This is an optimization exercise on Yosys and OpenROAD, whose aim is small area, a short achievable clock period and few clock cycles per item, not a production implementation. RTL that was checked went through simulation tests only; none was proved equivalent to the original. Only the layout flow was run in runs 1 and 6; the RTL was not checked for function there.

## flow/design.v (module list and top-level ports; edited modules follow where they fit)
// module hslrgb_mul_c: 389 lines
// module hslrgb_booth: 17 lines
// module hslrgb_mul_x: 548 lines
// module hslrgb_div: 565 lines
// module hsl_to_rgb_converter_unit: 140 lines
module hsl_to_rgb_converter_unit #(
  parameter int FRACTION_BITS = hslrgb_pkg::FRACTION_BITS
) (
  input  logic             clk,
  input  logic             rst_n,
  input  logic             in_valid,
  output logic             in_stall,
  input  hslrgb_pkg::hsl_t in_data,
  output logic             out_valid,
  input  logic             out_stall,
  output hslrgb_pkg::rgb_t out_data
);
  // ...
==> flow/flow/run.sh <==
#!/bin/bash
# The standard layout (the standard.sh: ORFS synthesis to finish) with two
# changes that keep the design and its registers as the standard synthesis
# makes them:
#  - after synthesis, flow/invopt.py removes inverters around full adders
#    (a full adder of inverted inputs gives inverted outputs), a purely
#    combinational rewrite of the netlist;
#  - the port buffers use the smallest plain buffer instead of the delay
#    buffer buffer_ports picks by default. Every port is still buffered.
set -euo pipefail
RES=orfs/results/${FLOW_PLATFORM:-sky130hd}/hsl_to_rgb_converter_unit/base
bash standard.sh synth > standard_synth.log 2>&1
cp $RES/1_2_yosys.v yosys_netlist_orig.v
if python3 flow/invopt.py yosys_netlist_orig.v yosys_netlist_opt.v > invopt.log 2>&1; then
  cp yosys_netlist_opt.v $RES/1_2_yosys.v
  rm -f $RES/1_synth.odb $RES/1_synth.sdc
fi
bash standard.sh "BUFFER_PORTS_ARGS=-buffer_cell sky130_fd_sc_hd__buf_1" finish > standard_flow.log 2>&1
==> flow/flow/invopt.py <==
#!/usr/bin/env python3
"""Remove inverters around full adders in a flat gate-level netlist.

A full adder is self-dual: FA(~a, ~b, ~c) = (~sum, ~cout). Flipping an adder
(feeding it the complements of its inputs and complementing its outputs)
keeps the logic unchanged; a flip is kept when it removes more inverters than
it adds. Only sky130 fa_* and inv_* cells are touched.

usage: invopt.py in.v out.v
"""
import re, sys, copy

LIB = "sky130_fd_sc_hd__"
OUTP = {"X", "Y", "Q", "Q_N", "SUM", "COUT", "HI", "LO"}

def parse(path):
    text = open(path).read()
    m = re.search(r"^\s*module\s+(\S+)\s*\(", text, re.M)
    body_start = m.start()
    cell_re = re.compile(r"^  (" + LIB + r"\w+)\s+(\\\S+ |\S+)\s*\((.*?)\);\n", re.S | re.M)
    cells = {}
    order = []
    first = None
    last = None
    for cm in cell_re.finditer(text):
        if first is None:
            first = cm.start()
        last = cm.end()
        typ, name, body = cm.group(1), cm.group(2).strip(), cm.group(3)
        pins = {}
        for pm in re.finditer(r"\.(\w+)\(\s*(\\\S+ |[^)]*?)\s*\)", body):
            pins[pm.group(1)] = pm.group(2).strip()
        cells[name] = [typ, pins, cm.group(0)]
        order.append(name)
    head = text[:first]
    tail = text[last:]
    # output ports (bits)
    outs = set()
    for om in re.finditer(r"^\s*output\s+(\[(\d+):(\d+)\]\s+)?(\S+);", head, re.M):
        if om.group(1):
            hi, lo = int(om.group(2)), int(om.group(3))
            for b in range(min(hi, lo), max(hi, lo) + 1):
                outs.add(f"{om.group(4)}[{b}]")
        else:
            outs.add(om.group(4))
    return head, tail, cells, order, outs

class NL:
    def __init__(self, cells, order, outs):
        self.cells = cells
        self.order = order
        self.outs = outs
        self.n = 0
        self.newwires = []
        self.rebuild()
    def rebuild(self):
        self.drv = {}
        self.loads = {}
        for name, (typ, pins, _) in self.cells.items():
            for p, net in pins.items():
                if p in OUTP:
                    self.drv[net] = (name, p)
                else:
                    self.loads.setdefault(net, []).append((name, p))
    def is_inv(self, name):
        return self.cells[name][0].startswith(LIB + "inv_")
    def ninv(self):
        return sum(1 for c in self.cells if self.is_inv(c))
    def fresh(self, base):
        self.n += 1
        return f"_inv{base}{self.n}_"

def set_pin(nl, name, pin, net):
    nl.cells[name][1][pin] = net
    nl.cells[name][2] = None

def add_inv(nl, a, y):
    name = nl.fresh("c")
    nl.cells[name] = [LIB + "inv_1", {"A": a, "Y": y}, None]
    nl.order.append(name)
    return name

def sweep(nl):
    changed = True
    while changed:
        changed = False
        nl.rebuild()
        for name in list(nl.cells):
            if nl.is_inv(name):
                y = nl.cells[name][1]["Y"]
                if not nl.loads.get(y) and y not in nl.outs:
                    del nl.cells[name]
                    changed = True

def flip(nl, f):
    nl.rebuild()
    typ, pins, _ = nl.cells[f]
    for p in ("A", "B", "CIN"):
        x = pins[p]
        d = nl.drv.get(x)
        if d and nl.is_inv(d[0]):
            set_pin(nl, f, p, nl.cells[d[0]][1]["A"])
        else:
            inv = [l for l, lp in nl.loads.get(x, []) if nl.is_inv(l)]
            if inv:
                set_pin(nl, f, p, nl.cells[inv[0]][1]["Y"])
            else:
                w = nl.fresh("w")
                nl.newwires.append(w)
                add_inv(nl, x, w)
                set_pin(nl, f, p, w)
    for q in ("SUM", "COUT"):
        z = pins[q]
        zn = nl.fresh("w")
        nl.newwires.append(zn)
        set_pin(nl, f, q, zn)
        need_true = z in nl.outs
        for (l, lp) in nl.loads.get(z, []):
            if l == f:
                continue
            if nl.is_inv(l) and nl.cells[l][1]["Y"] not in nl.outs:
                w = nl.cells[l][1]["Y"]
                for (l2, lp2) in nl.loads.get(w, []):
                    set_pin(nl, l2, lp2, zn)
                del nl.cells[l]
            else:
                need_true = True
        if need_true:
            add_inv(nl, zn, z)
    sweep(nl)

def optimize(nl):
    sweep(nl)
    base = nl.ninv()
    improved = True
    while improved:
        improved = False
        fas = [c for c in nl.cells if nl.cells[c][0].startswith(LIB + "fa_")]
        for f in fas:
            if f not in nl.cells:
                continue
            before = nl.ninv()
            snap = (copy.deepcopy(nl.cells), list(nl.order), nl.n, list(nl.newwires))
            flip(nl, f)
            after = nl.ninv()
            if after < before:
                improved = True
            else:
                nl.cells, nl.order, nl.n, nl.newwires = snap
                nl.rebuild()
    return base, nl.ninv()

def emit(nl, head, tail):
    out = [head.rstrip("\n") + "\n"]
    for w in nl.newwires:
        out.append(f"  wire {w};\n")
    for name in nl.order:
        if name not in nl.cells:
            continue
        typ, pins, text = nl.cells[name]
        if text is not None:
            out.append(text)
            continue
        def fmt(n):
            return n + " " if n.startswith("\\") else n
        ps = ",\n".join(f"    .{p}({fmt(n)})" for p, n in pins.items())
        out.append(f"  {typ} {fmt(name)} (\n{ps}\n  );\n")
    out.append(tail)
    return "".join(out)

if __name__ == "__main__":
    head, tail, cells, order, outs = parse(sys.argv[1])
    nl = NL(cells, order, outs)
    b, a = optimize(nl)
    open(sys.argv[2], "w").write(emit(nl, head, tail))
    print(f"invopt: inverters {b} -> {a}")
==> flow/standard.sh <==
#!/bin/bash
# synth_recipe.tcl (not shown) runs the flow's synth.tcl, then flattens the netlist and writes it again
# the make line also repeats each setting of config.mk as NAME=value (left out here)
make -C /OpenROAD-flow-scripts/flow DESIGN_CONFIG=/design/flow/config.mk WORK_HOME=/design/flow/orfs CLKGATE_MAP_FILE= SYNTH_SCRIPT=/design/flow/synth_recipe.tcl "${@:-finish}"
==> flow/config.mk <==
export PLATFORM = sky130hd
export DESIGN_NAME = hsl_to_rgb_converter_unit
export DESIGN_NICKNAME = hsl_to_rgb_converter_unit
export VERILOG_FILES = /design/flow/design.v
export SDC_FILE = /design/flow/constraint.sdc
export NUM_CORES = 4
export LEC_CHECK = 0
export CAP_MARGIN = 20
export CORE_MARGIN = 2
export CORE_UTILIZATION = 55
export PLACE_DENSITY = 0.75
export SETUP_SLACK_MARGIN = 2.0
export SLEW_MARGIN = 20
==> flow/constraint.sdc <==
create_clock -name core_clock -period 7.0 [get_ports {clk}]
set_input_delay 1.4000 -clock core_clock [delete_from_list [all_inputs] [get_ports {clk}]]
set_output_delay 1.4000 -clock core_clock [all_outputs]
set_load 0.01 [all_outputs]
==> impl_metrics.yaml, run 1 <==
run_status:
  status: "finished clean"
clocking:
  insertion_delay_ns: 0.46
  htreeDepth: 4
  cts.root.buffer_cell: "clkbuf_16"
critical_path:
  crit_start: "s2_q_r[13]$_DFFE_PN_"
  worstPathCellList: "ha_4 -> fa_2 -> fa_1 -> ha_1 -> a211o_1 -> o211ai_1 -> a21oi_2 -> a221o_1 -> a21oi_4 -> o31a_1 -> o21a_1 -> inv_1 -> fa_2 -> nand2b_4 -> o21ai_2 -> nor2_1 -> a221o_1"
  cpPeakStageDelay_ns: 0.56
layout:
  largest_reg_flops: 39
  antenna_cells: 0
  bufAreaShareNonClock: 0.06142
  multi_input_area_share: 0.5838
  register_area_mm2: 0.005635
  multi_input_cells: 1372
  multi_input_area_mm2: 0.01192
  fillers: 2569
  final_area_mm2: 0.02041
  seq_share: 0.2761
  signal_buffers: 204
  final_cell_mix: "edfxtp_1 (185), ha_1 (147), xnor2_1 (127), nand2_1 (127), inv_1 (126)"
placed_design:
  place_inst: 2221
  portBuffers: 85
sta:
  fin_setup_tns_ns: 0
  finalCritPeriodShare: 0.6957
  relSlewSlack: 0.3919
  clock_skew_ns: 0.01261
  setup_ws_ns: 2.130
global_routing:
  gr-total-overflow: 0
  grt_busiest_layer: "met2"
logic_synthesis:
  synthesis.area_mm2: 0.01824
die:
  die_y_um: 186.1
  core_mm2: 0.03262
  start_util: 0.5591
routing:
  via_per_inst: 6.021
  met1_length_um: 18210
==> module hslrgb_booth, before the edit <==
module hslrgb_booth (
  input  logic [11:0] y_i,
  output logic [6:0]  one_o,
  output logic [6:0]  two_o,
  output logic [5:0]  neg_o
);
  logic [13:0] y;
  assign y = {1'b0, y_i, 1'b0};    
  always_comb begin
    for (int i = 0; i < 7; i++) begin
      one_o[i] = y[2*i+1] ^ y[2*i];
      two_o[i] = (y[2*i+2] & ~y[2*i+1] & ~y[2*i]) | (~y[2*i+2] & y[2*i+1] & y[2*i]);
    end
    for (int i = 0; i < 6; i++)
      neg_o[i] = y[2*i+2] & ~(y[2*i+1] & y[2*i]);
  end
endmodule
==> inputs of run 2 (changes only) <==
--- a/flow/design.v
+++ b/flow/design.v
@@ -414,6 +414,6 @@
   output logic [5:0]  neg_o
 );
-  logic [13:0] y;
-  assign y = {1'b0, y_i, 1'b0};    
+  logic [14:0] y;
+  assign y = {2'b0, y_i, 1'b0};    
   always_comb begin
     for (int i = 0; i < 7; i++) begin
--- a/flow/config.mk
+++ b/flow/config.mk
@@ -8,6 +8,6 @@
 export CAP_MARGIN = 20
 export CORE_MARGIN = 2
-export CORE_UTILIZATION = 55
-export PLACE_DENSITY = 0.75
+export CORE_UTILIZATION = 40
+export PLACE_DENSITY = 0.6
 export SETUP_SLACK_MARGIN = 2.0
 export SLEW_MARGIN = 20
==> impl_metrics.yaml, run 2 <==
run_status:
  status: "finished clean"
clocking:
  cts.path.max_buffers: 2
  cts_hold_buf: 0
  htreeDepth: 4
  cts_tree: "done"
  clk_pin_slew_ns: 0.07
  cts_inserted_buffers: 17
  clock_sinks: 189
  insertion_delay_ns: 0.48
  cts.root.buffer_cell: "clkbuf_16"
min_path:
  holdCritStartpoint: "s1_sect_r[2]$_DFFE_PN_"
  holdPathStages: 0
  whs_endpoint: "s2_sect_r[2]$_DFFE_PN_"
  hold_path.class: "reg -> reg"
die:
  rows: 78
  dieWidth_um: 217.5
  die-area_mm2: 0.04732
  die_y_um: 217.5
  ioPinCount: 86
  start_util: 0.4036
  core_mm2: 0.04519
layout:
  antenna_cells: 0
  final_cell_mix: "edfxtp_1 (185), ha_1 (149), nand2_1 (128)"
  nets: 2227
  final_area_mm2: 0.02052
  largest_reg_flops: 39
  fin_util: 0.4540
  final_common_cell: "edfxtp_1"
  layout-drive-gt1-share: 0.1334
  top_register: "out_r"
  reg_top3: "out_r (39), s2_q_r (16)"
  syn_to_final_growth_pct: 12.49
  final_cells: 2519
routing:
  routed-via-count: 13690
  via_per_inst: 5.434
  ant_nets: 0
  drtIter0Drc: 950
  wire_per_inst_um: 17.02
  drt_first_pass_iters: 5
  routed_wl_um: 42870
  drcViolationCount: 0
global_routing:
  grt_pass1_vias: 13100
  grt_max_degree: 111
  gr-total-overflow: 0
  grt_use_total: 0.1816
  grt_pass1_wl_um: 68120
  antenna_found_initial: 0
sta:
  fin_setup_tns_ns: 0
  fin_crit_ns: 4.928
  fmax_ghz: 0.2029
  rsz0062_at_grt: "yes"
  worstMarginPinSlew_ns: 0.9789
  finalCritPeriodShare: 0.7041
  setup_viol: 0
  slew_viol_final: 0
  hold_viol: 0
  clock_skew_ns: 0.01247
  relSlewSlack: 0.3474
placed_design:
  gp_congestion: 0.8726
  place_inst: 2380
  placed_area_mm2: 0.01891
  portBuffers: 85
  dp_hpwl_um: 30400
critical_path:
  critPathArrivalTime_ns: 5.13
  path_class: "reg -> reg"
  cp_max_fo: 6
  reg2reg_from: "s0_m3_r[5]$_DFFE_PN_"
  ff2ff_path_depth: 15
  slowest_stage: "edfxtp_1"
  critPathLaunchType: "register"
  cp.required_ns: 7.20
  path_buf_inv: 0
  cp-end-kind: "register"
  critPathTopFamily: "adder cells"
  timing.rr.end: "s1_c_r[11]$_DFFE_PN_"
  cpPeakStageDelay_ns: 0.55
  crit_cells: 15
  worstPathCellList: "mux2_2 -> a22o_1 -> fa_2 -> fa_1 -> fa_1 -> ha_1 -> a21o_1 -> a21o_1 -> or3_4 -> o211ai_4 -> a21oi_1 -> or3_4 -> a21oi_2 -> xnor2_1 -> o21ai_1"
  regToRegSetupSlack_ns: 2.07
logic_synthesis:
  syn_inst: 1806
  synth.avg_cell_area_um2: 10.10
  synthesis.area_mm2: 0.01824
  synthesis.nets: 2125
  ys_warn_count: 2
flow_run:
  max_cap_violations: 0
-- run 2: how the worst max path moves through the flow --
| stage | startpoint | to | slack [ns] |
|---|---|---|---|
| after floorplan | s0_s_r[0]$_DFFE_PN_ | s1_c_r[11]$_DFFE_PN_ | 2.02 |
| after global placement | s0_s_r[2]$_DFFE_PN_ | s1_c_r[11]$_DFFE_PN_ | 1.50 |
| after detailed placement | s0_s_r[2]$_DFFE_PN_ | s1_c_r[11]$_DFFE_PN_ | 1.43 |
| after CTS | s2_q_r[13]$_DFFE_PN_ | out_r[36]$_DFFE_PN_ | 2.01 |
| after global routing | s0_s_r[2]$_DFFE_PN_ | s1_c_r[11]$_DFFE_PN_ | 1.90 |
| final | s0_m3_r[5]$_DFFE_PN_ | s1_c_r[11]$_DFFE_PN_ | 2.07 |
-- run 2: repair_timing --
item,CTS,global route
resized for setup,10,21
setup buffers,52,57
pin swaps,4,12
setup endpoints to repair,20,19
-- run 2: routing by layer --
| layer | GRT usage | up-vias | wire (um) |
|---|---|---|---|
| met5 | 0 | - | 0 |
| met1 | 0.2475 | 6550 | 19710 |
| met2 | 0.2863 | 414 | 20030 |
| met4 | 0.06804 | 0 | 792 |
| li1 | - | 6664 | - |
| met3 | 0.03445 | 60 | 2341 |
-- run 2: cell type report --
| class | instances | area (um^2) |
|---|---|---|
| Multi-Input combinational cell | 1372 | 11850 |
| Timing Repair Buffer | 201 | 1265 |
| Clock inverter | 11 | 107.6 |
| Fill cell | 4191 | 24670 |
| Clock buffer | 19 | 432.9 |
| Sequential cell | 189 | 5635 |
| Tap cell | 600 | 750.7 |
| Inverter | 127 | 476.7 |
-- run 2: through the flow --
stage	hold slack (ns)	worst slack (ns)
2_1_floorplan	0.4003	2.024
3_3_place_gp	0.4013	1.501
3_5_place_dp	0.4056	1.429
4_1_cts	0.4229	2.006
5_1_grt	0.4292	1.898
6_report	0.4198	2.072
Testbench counts of run 2, summed over its fixed seeds: cycles 8,032, items 8,000.
==> inputs of run 3 (changes only) <==
--- a/flow/config.mk
+++ b/flow/config.mk
@@ -6,4 +6,5 @@
 export NUM_CORES = 4
 export LEC_CHECK = 0
+export ABC_AREA = 1
 export CAP_MARGIN = 20
 export CORE_MARGIN = 2
==> impl_metrics.yaml, run 3 <==
sta:
  holdWs_ns: 0.4240
  hold_viol: 0
  relSlewSlack: 0.3058
  clock_skew_ns: 0.01187
  rsz0062_at_grt: "yes"
  fmax_ghz: 0.2083
  fin_crit_ns: 4.800
  setup_viol: 0
  fin_setup_tns_ns: 0
  slew_viol_final: 0
  worstMarginPinSlew_ns: 1.038
  finalCritPeriodShare: 0.6857
critical_path:
  critPathArrivalTime_ns: 5.00
  critPathLaunchType: "register"
  critPathTopFamily: "adder cells"
  slowest_stage: "fa_1"
  ff2ff_path_depth: 22
  cp-end-kind: "register"
  path_class: "reg -> reg"
  crit_top_cell: "nand2_1"
  crit_cells: 22
  worstPathCellList: "inv_1 -> nand2_2 -> o22ai_1 -> a21oi_1 -> fa_1 -> inv_1 -> fa_1 -> fa_1 -> ha_1 -> a21oi_1 -> o21ai_0 -> a21oi_1 -> o21ai_2 -> nand2_1 -> nand2_1 -> nand2_1 -> nand2_1 -> a31oi_2 -> inv_1 -> or2_2 -> nand3_1 -> o21ai_0"
  cp.required_ns: 7.20
  cp_max_fo: 11
  cpPeakStageDelay_ns: 0.56
  path_buf_inv: 3
routing:
  routed-via-count: 13840
  drcViolationCount: 0
  drtIter0Drc: 1306
  via_per_inst: 5.427
  wire_per_inst_um: 17.44
  met1_length_um: 19830
  routed-wl-met3_um: 2680
  drt_first_pass_iters: 6
  routed_wl_um: 44470
  route.met2.wl_um: 20950
  ant_nets: 0
  highest_layer: "met4"
layout:
  multi_input_area_mm2: 0.01057
  nets: 2272
  layout-drive-gt1-share: 0.08651
  fillers: 4153
  largest_reg_flops: 39
  final_cell_mix: "nand2_1 (258), inv_1 (233), edfxtp_1 (185)"
  final_common_cell: "nand2_1"
  antenna_cells: 0
  syn_to_final_growth_pct: 11.10
  register_area_mm2: 0.005635
  reg_top3: "out_r (39), s2_q_r (16)"
  top_register: "out_r"
min_path:
  holdPathStages: 0
  hold_path.class: "reg -> reg"
global_routing:
  grt_pass1_wl_um: 69620
  antenna_found_initial: 1
  grt_pass1_vias: 13220
  grt_use_total: 0.1966
  gr-total-overflow: 0
  grt_max_degree: 115
clocking:
  cts_inserted_buffers: 17
  cts.root.buffer_cell: "clkbuf_16"
  clk_pin_slew_ns: 0.07
  cts_tree: "done"
  clock_sinks: 189
  cts.path.max_buffers: 2
  cts_hold_buf: 0
  insertion_delay_ns: 0.47
  htreeDepth: 4
die:
  dieWidth_um: 212.4
  start_util: 0.4043
  die_y_um: 212.4
  ioPinCount: 86
  die-area_mm2: 0.04512
  core_mm2: 0.04298
  rows: 76
placed_design:
  gp_congestion: 0.9295
  portBuffers: 85
  dp_hpwl_um: 34560
logic_synthesis:
  syn_inst: 1863
  ys_warn_count: 2
  synth.avg_cell_area_um2: 9.327
  synthesis.nets: 2182
  synthesis.area_mm2: 0.01738
run_status:
  status: "finished clean"
flow_run:
  max_cap_violations: 0
## run 3: worst reg2reg max path, cell delays in order, from the launching register on
cell	delay, ns
edfxtp_1	0.40
inv_1	0.14
nand2_2	0.20
o22ai_1	0.18
a21oi_1	0.10
fa_1	0.56
inv_1	0.06
fa_1	0.53
fa_1	0.42
ha_1	0.32
a21oi_1	0.14
o21ai_0	0.11
a21oi_1	0.17
o21ai_2	0.11
nand2_1	0.09
nand2_1	0.09
nand2_1	0.06
nand2_1	0.12
a31oi_2	0.22
inv_1	0.08
or2_2	0.28
nand3_1	0.07
o21ai_0	0.10
## run 3: metrics by stage
stage	instances	instance area, um^2	utilization	setup slack (ns)
3_5_place_dp	2460	18180	0.4231	1.990
4_1_cts	2491	18750	0.4362	2.004
3_3_place_gp	2460	18180	0.4231	2.101
6_report	2550	19300	0.4491	2.200
5_1_grt	2550	19300	0.4491	1.938
2_1_floorplan	1863	17380	-	2.236
## run 3: final timing paths
kind	startpoint	to	slack (ns)
min reg2reg	s0_sect_r[0]$_DFFE_PN_	s1_sect_r[0]$_DFFE_PN_	0.42
max reg2reg	s0_s_r[0]$_DFFE_PN_	s1_c_r[5]$_DFFE_PN_	2.20
min	s0_sect_r[0]$_DFFE_PN_	s1_sect_r[0]$_DFFE_PN_	0.42
max	s0_s_r[0]$_DFFE_PN_	s1_c_r[5]$_DFFE_PN_	2.20
## run 3: cell type report
class                      count  area share
timing repair inverter         5    0.001296
tap                          585     0.03792
sequential                   189      0.2919
multi-input combinational   1339      0.5474
inverter                     257     0.05270
timing repair buffer         144     0.04012
clock inverter                14    0.006611
clock buffer                  17     0.02204
## run 3: what timing repair did
item	CTS	global route
cloned	0	5
pin swaps	0	2
setup buffers	0	53
gates resized for setup	3	33
endpoints found under the setup margin	2	14
## run 3: metal layers
layer / GRT usage / up-vias
met2: 0.3231 / 480
met4: 0.05739 / 0
met5: 0 / -
met3: 0.03752 / 82
li1: - / 6614
met1: 0.2640 / 6664
==> inputs of run 4 (changes only) <==
--- a/flow/config.mk
+++ b/flow/config.mk
@@ -11,4 +11,4 @@
 export CORE_UTILIZATION = 40
 export PLACE_DENSITY = 0.6
-export SETUP_SLACK_MARGIN = 2.0
+export SETUP_SLACK_MARGIN = 2.2
 export SLEW_MARGIN = 20
==> impl_metrics.yaml, run 4 <==
run_status:
  status: "finished clean"
clocking:
  clk_pin_slew_ns: 0.08
  cts.path.max_buffers: 2
  clock_sinks: 189
  insertion_delay_ns: 0.47
  htreeDepth: 4
  cts_inserted_buffers: 17
  cts_tree: "done"
  cts.root.buffer_cell: "clkbuf_16"
critical_path:
  ff2ff_path_depth: 18
  cp_max_fo: 7
  slowest_stage: "fa_2"
  critPathArrivalTime_ns: 4.87
  worstPathCellList: "clkinvlp_4 -> buf_6 -> o22ai_2 -> xor2_1 -> fa_1 -> fa_2 -> fa_1 -> fa_1 -> ha_4 -> nand2_1 -> nand2_1 -> a21oi_2 -> o21ai_1 -> a21o_1 -> nand4_1 -> nand2_1 -> buf_4 -> xor2_1"
  cp.required_ns: 7.21
  path_class: "reg -> reg"
  reg2reg_from: "s1_c_r[8]$_DFFE_PN_"
  timing.rr.end: "s2_q_r[11]$_DFFE_PN_"
  critPathTopFamily: "adder cells"
  cp-end-kind: "register"
  cpPeakStageDelay_ns: 0.58
  path_buf_inv: 3
  critPathLaunchType: "register"
  regToRegSetupSlack_ns: 2.34
die:
  die-area_mm2: 0.04512
  die_y_um: 212.4
  start_util: 0.4043
  ioPinCount: 86
  dieWidth_um: 212.4
  core_mm2: 0.04298
  rows: 76
min_path:
  hold_path.class: "reg -> reg"
  holdPathStages: 0
  holdCritStartpoint: "s0_sect_r[0]$_DFFE_PN_"
  whs_endpoint: "s1_sect_r[0]$_DFFE_PN_"
layout:
  top_register: "out_r"
  layout-drive-gt1-share: 0.1124
  final_cell_mix: "nand2_1 (255), inv_1 (230), edfxtp_1 (185)"
  nets: 2299
  fin_util: 0.4588
  largest_reg_flops: 39
  antenna_cells: 0
  reg_top3: "out_r (39), s2_q_r (16)"
  final_area_mm2: 0.01972
  fillers: 4110
  syn_to_final_growth_pct: 13.49
  final_cells: 2577
  final_common_cell: "nand2_1"
sta:
  worstMarginPinSlew_ns: 1.048
  fmax_ghz: 0.2148
  hold_viol: 0
  setup_viol: 0
  fin_crit_ns: 4.656
  holdWs_ns: 0.4240
  slew_viol_final: 0
  fin_setup_tns_ns: 0
  clock_skew_ns: 0.009434
  finalCritPeriodShare: 0.6651
  rsz0062_at_grt: "yes"
  relSlewSlack: 0.2988
flow_run:
  max_cap_violations: 0
routing:
  drtIter0Drc: 1352
  ant_nets: 0
  wire_per_inst_um: 17.56
  via_per_inst: 5.417
  drt_first_pass_iters: 6
  drcViolationCount: 0
  routed_wl_um: 45250
  routed-via-count: 13960
logic_synthesis:
  ys_warn_count: 2
  synthesis.nets: 2182
  synth.avg_cell_area_um2: 9.327
  syn_inst: 1863
  synthesis.area_mm2: 0.01738
global_routing:
  antenna_found_initial: 1
  grt_max_degree: 115
  gr-total-overflow: 0
  grt_pass1_wl_um: 70540
  grt_pass1_vias: 13360
  grt_use_total: 0.1997
placed_design:
  portBuffers: 85
  dp_hpwl_um: 34560
  place_inst: 2460
  gp_congestion: 0.9295
  placed_area_mm2: 0.01818
## run 4: worst max-delay path by stage
| stage | start | to | slack [ns] | cells after the start |
|---|---|---|---|---|
| after floorplan | s1_neg_r[1]$_DFFE_PN_ | s2_q_r[12]$_DFFE_PN_ | 2.24 | 20 |
| after global placement | s1_c_r[10]$_DFFE_PN_ | s2_q_r[14]$_DFFE_PN_ | 2.10 | 18 |
| after detailed placement | s1_c_r[7]$_DFFE_PN_ | s2_q_r[12]$_DFFE_PN_ | 1.99 | 20 |
| after CTS | s1_neg_r[2]$_DFFE_PN_ | s2_q_r[14]$_DFFE_PN_ | 2.22 | 13 |
| after global routing | s1_c_r[8]$_DFFE_PN_ | s2_q_r[12]$_DFFE_PN_ | 2.09 | 20 |
| final | s1_c_r[8]$_DFFE_PN_ | s2_q_r[11]$_DFFE_PN_ | 2.34 | 18 |
## run 4: area by class of cell
class / instances / area, um^2 / share of cell area
tap: 585 / 732.0 / 0.03712
multi-input combinational: 1342 / 10800 / 0.5476
clock buffer: 17 / 425.4 / 0.02157
timing repair buffer: 171 / 979.7 / 0.04968
timing repair inverter: 2 / 10.01 / 0.0005076
inverter: 257 / 1012 / 0.05133
clock inverter: 14 / 127.6 / 0.006472
sequential: 189 / 5635 / 0.2858
## run 4: metrics by stage
step,setup slack (ns)
3_5_place_dp,1.990
6_report,2.344
3_3_place_gp,2.101
2_1_floorplan,2.236
5_1_grt,2.089
4_1_cts,2.217
## run 4: layer usage
| metal | track usage | wire length (um) | vias to the layer above |
|---|---|---|---|
| met4 | 0.05715 | 1060 | 0 |
| met2 | 0.3309 | 21390 | 539 |
| li1 | - | - | 6669 |
| met5 | 0 | 0 | - |
| met1 | 0.2662 | 19770 | 6671 |
| met3 | 0.03811 | 3036 | 80 |
## run 4: what timing repair did
action	4_1_cts	5_1_grt
hold buffers	0	0
endpoints found under the setup margin	13	17
resized for setup	13	64
cloned	0	5
pin swaps	0	30
setup buffers	18	62
==> inputs of run 5 (changes only) <==
--- a/flow/config.mk
+++ b/flow/config.mk
@@ -11,4 +11,4 @@
 export CORE_UTILIZATION = 40
 export PLACE_DENSITY = 0.6
-export SETUP_SLACK_MARGIN = 2.2
+export SETUP_SLACK_MARGIN = 2.3
 export SLEW_MARGIN = 20
==> impl_metrics.yaml, run 5 <==
global_routing:
  grt_pass1_vias: 13290
  grt_pass1_wl_um: 70710
  grt_max_degree: 126
  antenna_found_initial: 0
  grt_use_total: 0.1991
  gr-total-overflow: 0
sta:
  finalCritPeriodShare: 0.6640
  relSlewSlack: 0.2991
  slew_viol_final: 0
  worstMarginPinSlew_ns: 1.048
  fin_setup_tns_ns: 0
  hold_viol: 0
  holdWs_ns: 0.4270
  rsz0062_at_grt: "yes"
  setup_viol: 0
  fin_crit_ns: 4.648
  fmax_ghz: 0.2151
  clock_skew_ns: 0.01057
die:
  rows: 76
  die_y_um: 212.4
  core_mm2: 0.04298
  start_util: 0.4043
  dieWidth_um: 212.4
  die-area_mm2: 0.04512
  ioPinCount: 86
clocking:
  htreeDepth: 4
  cts_inserted_buffers: 17
  clock_sinks: 189
  clk_pin_slew_ns: 0.07
  cts_tree: "done"
  cts.root.buffer_cell: "clkbuf_16"
  cts_hold_buf: 0
  insertion_delay_ns: 0.46
  cts.path.max_buffers: 2
layout:
  nets: 2329
  final_cell_mix: "nand2_1 (247), inv_1 (227), edfxtp_1 (185)"
  top_register: "out_r"
  antenna_cells: 0
  layout-drive-gt1-share: 0.1429
  fin_util: 0.4687
  final_common_cell: "nand2_1"
  largest_reg_flops: 39
  reg_top3: "out_r (39), s2_q_r (16)"
  syn_to_final_growth_pct: 15.95
routing:
  routed-via-count: 14010
  via_per_inst: 5.376
  drcViolationCount: 0
  drt_first_pass_iters: 6
  routed_wl_um: 45790
  wire_per_inst_um: 17.56
  drtIter0Drc: 1260
  ant_nets: 0
logic_synthesis:
  syn_inst: 1863
  synthesis.nets: 2182
  synthesis.area_mm2: 0.01738
  synth.avg_cell_area_um2: 9.327
  ys_warn_count: 2
flow_run:
  max_cap_violations: 0
critical_path:
  path_class: "reg -> reg"
  cp_max_fo: 7
  critPathArrivalTime_ns: 4.85
  cp.required_ns: 7.20
  cp-end-kind: "register"
  critPathLaunchType: "register"
placed_design:
  portBuffers: 85
  gp_congestion: 0.9302
  dp_hpwl_um: 34380
min_path:
  hold_path.class: "reg -> reg"
run_status:
  status: "finished clean"
==> run 5: final timing paths <==
kind / startpoint / end / slack, ns / cells after the start
worst min register to register: s0_sect_r[2]$_SDFFCE_PP1N_ / s1_sect_r[2]$_DFFE_PN_ / 0.43 / 0
worst max-delay path: s1_c_r[10]$_DFFE_PN_ / s2_q_r[12]$_DFFE_PN_ / 2.35 / 20
worst min-delay path: s0_sect_r[2]$_SDFFCE_PP1N_ / s1_sect_r[2]$_DFFE_PN_ / 0.43 / 0
worst max register to register: s1_c_r[10]$_DFFE_PN_ / s2_q_r[12]$_DFFE_PN_ / 2.35 / 20
==> run 5: metrics by stage <==
step | instances | instance area (um^2) | worst slack [ns]
final | 2607 | 20150 | 2.352
after floorplan | 1863 | 17380 | 2.354
after global routing | 2607 | 20150 | 2.122
after global placement | 2459 | 18180 | 2.112
after detailed placement | 2459 | 18180 | 1.995
after CTS | 2521 | 19080 | 2.278
==> run 5: cell type report <==
type / instances / area, um^2
multi-input cells: 1341 / 10960
repair buffers: 202 / 1226
repair inverters: 2 / 10.01
flip-flops and latches: 189 / 5635
inverters: 257 / 1018
clock inverters: 14 / 141.4
well taps: 585 / 732.0
clock buffers: 17 / 425.4
fillers: 4093 / 22830
==> run 5: routing by layer <==
| layer | wire [um] | part of all wire | up-vias | GRT usage |
|---|---|---|---|---|
| met2 | 21620 | 0.47 | 532 | 0.3292 |
| met3 | 3023 | 0.066 | 86 | 0.03456 |
| met4 | 1162 | 0.025 | 0 | 0.06053 |
| li1 | - | - | 6714 | - |
| met5 | 0 | 0 | - | 0 |
| met1 | 19980 | 0.44 | 6682 | 0.2669 |
==> run 5: worst max-delay path, cell delays in order (launching register included) <==
cell	delay [ns]
edfxtp_1	0.43
clkinvlp_4	0.25
o22ai_1	0.22
xor2_1	0.17
ha_1	0.27
fa_1	0.52
fa_1	0.54
fa_1	0.46
ha_4	0.33
nand2_4	0.06
nor2_4	0.13
nand2_2	0.06
o21ai_2	0.14
nand2_1	0.08
nand2_2	0.07
a21o_1	0.17
nand2_1	0.10
nand2_2	0.08
and2_4	0.13
nor2_2	0.03
xor2_1	0.14
==> run 5: what timing repair did <==
item / CTS / global route
endpoints found under the hold margin: 0 / 0
pin swaps: 3 / 71
cloned: 0 / 4
gates resized for setup: 28 / 95
buffers inserted: 31 / 82
setup endpoints to repair: 16 / 21
==> module hsl_to_rgb_converter_unit, before the edit <==
module hsl_to_rgb_converter_unit #(
  parameter int FRACTION_BITS = hslrgb_pkg::FRACTION_BITS
) (
  input  logic             clk,
  input  logic             rst_n,
  input  logic             in_valid,
  output logic             in_stall,
  input  hslrgb_pkg::hsl_t in_data,
  output logic             out_valid,
  input  logic             out_stall,
  output hslrgb_pkg::rgb_t out_data
);
  logic       en;
  logic [3:0] vld_r;
  assign en       = !(vld_r[3] && out_stall);
  assign in_stall = !en;
  always_ff @(posedge clk) begin
    if (!rst_n) begin
      vld_r <= '0;
    end else if (en) begin
      vld_r <= {vld_r[2:0], in_valid};
    end
  end
  logic [11:0] lmin;
  logic        lhi;
  logic [6:0]  hh;
  logic [7:0]  hlo;
  logic [2:0]  sect;
  logic [3:0]  frac_hi;
  logic [11:0] k;
  always_comb begin
    lhi = in_data.lightness[12] | in_data.lightness[11];
    if (in_data.lightness[12])
      lmin = '0;
    else if (in_data.lightness[11])
      lmin = 12'd0 - in_data.lightness[11:0];
    else
      lmin = in_data.lightness[11:0];
    hh  = in_data.hue[14:8];
    hlo = in_data.hue[7:0];
    if (hh >= 7'd90) begin
      sect    = 3'd5;
      frac_hi = 4'd0;
    end else begin
      sect    = 3'(hh / 7'd15);
      frac_hi = 4'(hh % 7'd15);
    end
    if (hh >= 7'd90)
      k = '0;
    else if (sect[0])
      k = {4'd14 - frac_hi, ~hlo} + 12'd1;    
    else
      k = {frac_hi, hlo};                     
  end
  logic [11:0] s0_m_r, s0_s_r, s0_k_r;
  logic [12:0] s0_m3_r;
  logic        s0_sfull_r, s0_lhi_r;
  logic [2:0]  s0_sect_r;
  logic [11:0] cmul;
  logic [12:0] c, lig;
  hslrgb_mul_c u_mul_c (
    .x_i    (s0_m_r),
    .x3_i   (s0_m3_r),
    .s_i    (s0_s_r),
    .prod_o (cmul)
  );
  logic [6:0] k_one, k_two;
  logic [5:0] k_neg;
  hslrgb_booth u_booth (
    .y_i   (s0_k_r),
    .one_o (k_one),
    .two_o (k_two),
    .neg_o (k_neg)
  );
  always_comb begin
    c   = s0_sfull_r ? {s0_m_r, 1'b0} : {1'b0, cmul};
    lig = s0_lhi_r ? (13'd4096 - 13'(s0_m_r)) : 13'(s0_m_r);
  end
  logic [12:0] s1_c_r, s1_l_r;
  logic [6:0]  s1_one_r, s1_two_r;
  logic [5:0]  s1_neg_r;
  logic [2:0]  s1_sect_r;
  logic [15:0] q;
  logic [12:0] m0, peak;
  hslrgb_mul_x u_mul_x (
    .x_i    (s1_c_r),
    .one_i  (s1_one_r),
    .two_i  (s1_two_r),
    .neg_i  (s1_neg_r),
    .prod_o (q)
  );
  always_comb begin
    m0   = s1_l_r - (s1_c_r >> 1);
    peak = s1_l_r + (s1_c_r >> 1) + 13'(s1_c_r[0]);
  end
  logic [15:0] s2_q_r;
  logic [12:0] s2_m_r, s2_p_r;
  logic [2:0]  s2_sect_r;
  logic [12:0] xm;
  hslrgb_pkg::rgb_t out_r, out_nxt;
  hslrgb_div u_div (
    .q_i   (s2_q_r),
    .add_i (s2_m_r),
    .sum_o (xm)
  );
  always_comb begin
    case (s2_sect_r)
      3'd0:    out_nxt = {s2_p_r, xm,     s2_m_r};
      3'd1:    out_nxt = {xm,     s2_p_r, s2_m_r};
      3'd2:    out_nxt = {s2_m_r, s2_p_r, xm};
      3'd3:    out_nxt = {s2_m_r, xm,     s2_p_r};
      3'd4:    out_nxt = {xm,     s2_m_r, s2_p_r};
      default: out_nxt = {s2_p_r, s2_m_r, xm};
    endcase
  end
  always_ff @(posedge clk) begin
    if (en) begin
      s0_m_r     <= lmin;
      s0_m3_r    <= 13'(lmin) + {lmin, 1'b0};
      s0_lhi_r   <= lhi;
      s0_s_r     <= in_data.saturation[11:0];
      s0_sfull_r <= in_data.saturation[12];
      s0_k_r     <= k;
      s0_sect_r  <= sect;
      s1_c_r     <= c;
      s1_l_r     <= lig;
      s1_one_r   <= k_one;
      s1_two_r   <= k_two;
      s1_neg_r   <= k_neg;
      s1_sect_r  <= s0_sect_r;
      s2_q_r     <= q;
      s2_m_r     <= m0;
      s2_p_r     <= peak;
      s2_sect_r  <= s1_sect_r;
      out_r      <= out_nxt;
    end
  end
  assign out_valid = vld_r[3];
  assign out_data  = out_r;
endmodule
==> inputs of run 6 (changes only) <==
--- a/flow/design.v
+++ b/flow/design.v
@@ -1638,5 +1638,6 @@
   logic [2:0]  s2_sect_r;
   logic [12:0] xm;
-  hslrgb_pkg::rgb_t out_r, out_nxt;
+  logic [12:0] s3_x_r, s3_m_r, s3_p_r;
+  logic [2:0]  s3_sect_r;
   hslrgb_div u_div (
     .q_i   (s2_q_r),
@@ -1645,11 +1646,11 @@
   );
   always_comb begin
-    case (s2_sect_r)
-      3'd0:    out_nxt = {s2_p_r, xm,     s2_m_r};
-      3'd1:    out_nxt = {xm,     s2_p_r, s2_m_r};
-      3'd2:    out_nxt = {s2_m_r, s2_p_r, xm};
-      3'd3:    out_nxt = {s2_m_r, xm,     s2_p_r};
-      3'd4:    out_nxt = {xm,     s2_m_r, s2_p_r};
-      default: out_nxt = {s2_p_r, s2_m_r, xm};
+    case (s3_sect_r)
+      3'd0:    out_data = {s3_p_r, s3_x_r, s3_m_r};
+      3'd1:    out_data = {s3_x_r, s3_p_r, s3_m_r};
+      3'd2:    out_data = {s3_m_r, s3_p_r, s3_x_r};
+      3'd3:    out_data = {s3_m_r, s3_x_r, s3_p_r};
+      3'd4:    out_data = {s3_x_r, s3_m_r, s3_p_r};
+      default: out_data = {s3_p_r, s3_m_r, s3_x_r};
     endcase
   end
@@ -1673,8 +1674,10 @@
       s2_p_r     <= peak;
       s2_sect_r  <= s1_sect_r;
-      out_r      <= out_nxt;
+      s3_x_r     <= xm;
+      s3_m_r     <= s2_m_r;
+      s3_p_r     <= s2_p_r;
+      s3_sect_r  <= s2_sect_r;
     end
   end
   assign out_valid = vld_r[3];
-  assign out_data  = out_r;
 endmodule
--- a/flow/config.mk
+++ b/flow/config.mk
@@ -11,4 +11,4 @@
 export CORE_UTILIZATION = 40
 export PLACE_DENSITY = 0.6
-export SETUP_SLACK_MARGIN = 2.3
+export SETUP_SLACK_MARGIN = 2.0
 export SLEW_MARGIN = 20
==> impl_metrics.yaml, run 6 <==
run_status:
  status: "finished clean"
sta:
  worstMarginPinSlew_ns: 1.017
  relSlewSlack: 0.3194
  fin_setup_tns_ns: 0
  hold_viol: 0
  setup_ws_ns: 2.204
  fmax_ghz: 0.2085
  finalCritPeriodShare: 0.6852
  rsz0062_at_grt: "yes"
  setup_viol: 0
  slew_viol_final: 0
  clock_skew_ns: 0.01552
  fin_crit_ns: 4.797
routing:
  drtIter0Drc: 1075
  routed-via-count: 13890
  drt_first_pass_iters: 7
  wire_per_inst_um: 18.17
  drcViolationCount: 0
  via_per_inst: 5.353
  ant_nets: 0
  routed_wl_um: 47130
clocking:
  cts_hold_buf: 0
  cts_inserted_buffers: 17
  clock_sinks: 192
  cts.root.buffer_cell: "clkbuf_16"
  htreeDepth: 4
  insertion_delay_ns: 0.47
  clk_pin_slew_ns: 0.08
  cts_tree: "done"
  cts.path.max_buffers: 2
die:
  ioPinCount: 86
  die-area_mm2: 0.04551
  core_mm2: 0.04317
  start_util: 0.4060
  dieWidth_um: 213.3
  die_y_um: 213.3
  rows: 76
layout:
  top_register: "s2_q_r"
  largest_reg_flops: 16
  final_cell_mix: "nand2_1 (273), inv_1 (260), edfxtp_1 (188)"
  final_common_cell: "nand2_1"
  register_area_mm2: 0.005725
  nets: 2315
  layout-drive-gt1-share: 0.09507
  multi_input_area_mm2: 0.01066
  antenna_cells: 0
  syn_to_final_growth_pct: 12.73
  fillers: 4164
logic_synthesis:
  synthesis.nets: 2210
  synth.avg_cell_area_um2: 9.270
  synthesis.area_mm2: 0.01753
  syn_inst: 1891
  ys_warn_count: 2
global_routing:
  gr-total-overflow: 0
  grt_max_degree: 94
  grt_pass1_wl_um: 73620
  antenna_found_initial: 0
  grt_use_total: 0.2095
  grt_pass1_vias: 13670
critical_path:
  cp.required_ns: 7.21
  critPathArrivalTime_ns: 5.00
  cp_max_fo: 7
  path_class: "reg -> reg"
  critPathLaunchType: "register"
  cp-end-kind: "register"
placed_design:
  dp_hpwl_um: 36680
  portBuffers: 85
  gp_congestion: 0.9097
  dpl_worst_slack_ns: 1.795
min_path:
  hold_path.class: "reg -> reg"
flow_run:
  max_cap_violations: 0
-- run 6: worst paths after layout --
check / end / start / slack [ns] / depth (start not counted)
setup / recovery: s2_q_r[15]$_DFFE_PN_ / s1_c_r[8]$_DFFE_PN_ / 2.20 / 16
hold / removal: s3_p_r[0]$_DFFE_PN_ / s2_p_r[0]$_DFFE_PN_ / 0.42 / 0
setup reg to reg: s2_q_r[15]$_DFFE_PN_ / s1_c_r[8]$_DFFE_PN_ / 2.20 / 16
hold reg to reg: s3_p_r[0]$_DFFE_PN_ / s2_p_r[0]$_DFFE_PN_ / 0.42 / 0
-- run 6: worst max-delay path, stage by stage (launching register included) --
cell and delay [ns]:
edfxtp_1 0.49, clkinvlp_4 0.29, buf_4 0.23, o22ai_1 0.14, xor2_1 0.19, fa_1 0.48, fa_1 0.45, fa_1 0.58
fa_1 0.47, ha_4 0.28, a21oi_1 0.14, inv_1 0.08, a21oi_1 0.18, nor3_1 0.06, a211oi_1 0.17, o21ai_0 0.14
xor2_1 0.15
-- run 6: layout make-up --
| class | count | share of cell area |
|---|---|---|
| Clock buffer | 17 | 0.02153 |
| Clock inverter | 15 | 0.01102 |
| Inverter | 289 | 0.05756 |
| Multi-Input combinational cell | 1339 | 0.5392 |
| Sequential cell | 192 | 0.2897 |
| Tap cell | 585 | 0.03704 |
| Timing Repair Buffer | 154 | 0.04299 |
| Timing Repair inverter | 3 | 0.0008865 |
-- run 6: what timing repair did --
| item | 4_1_cts | 5_1_grt |
|---|---|---|
| pin swaps | 0 | 9 |
| buffers inserted | 8 | 55 |
| endpoints found under the hold margin | 0 | 0 |
| gates cloned | 0 | 3 |
| endpoints found under the setup margin | 12 | 17 |
| resized for setup | 13 | 47 |
-- run 6: through the flow --
stage          cell area (um^2)  cells  hold slack (ns)    util
2_1_floorplan             17540   1891           0.4003       -
3_3_place_gp              18370   2496           0.4030  0.4255
6_report                  19760   2594           0.4217  0.4577
3_5_place_dp              18370   2496           0.4045  0.4255
4_1_cts                   19110   2536           0.4229  0.4426
5_1_grt                   19760   2594           0.4248  0.4577
-- run 6: metal layers --
layer | wire (um) | track usage | vias up
met3 | 2518 | 0.02988 | 80
met1 | 21160 | 0.2804 | 6665
met4 | 1238 | 0.07160 | 0
li1 | - | - | 6715
met2 | 22210 | 0.3491 | 425
met5 | 0 | 0 | -

## separate check: timing with driven ports
The flow's constraints put no driver on any port. The routed layouts listed below were extracted and timed again, unchanged, in two steps.
Step 1, drivers: a clkbuf_16 drives clk and a buf_2 each remaining input, both assumed.
Step 2 also shifts input and output timing later by t, the mid clock arrival at the registers, as if the neighbouring blocks saw the same clock.
a / b / c = ideal ports / drivers / drivers and shift; a / b = the first two.
run	t (ns)	setup slack, ns	clock arrival spread, ns	worst data-port slew with drivers (ns)
run 1	0.502	2.130 / 2.130 / 2.130	0.015 / 0.015	0.03
run 2	0.530	2.072 / 2.072 / 2.072	0.015 / 0.015	0.04
run 3	0.513	2.200 / 2.200 / 2.104	0.012 / 0.012	0.04
run 4	0.514	2.344 / 2.344 / 2.090	0.010 / 0.011	0.04
run 5	0.508	2.352 / 2.352 / 2.158	0.011 / 0.011	0.04
run 6	0.511	2.203 / 2.203 / 2.203	0.016 / 0.016	0.05
After both steps every run listed still meets setup and hold. For run 4, which loses most, drivers alone change the setup slack by 0.000 ns; drivers and shift together by -0.254 ns.
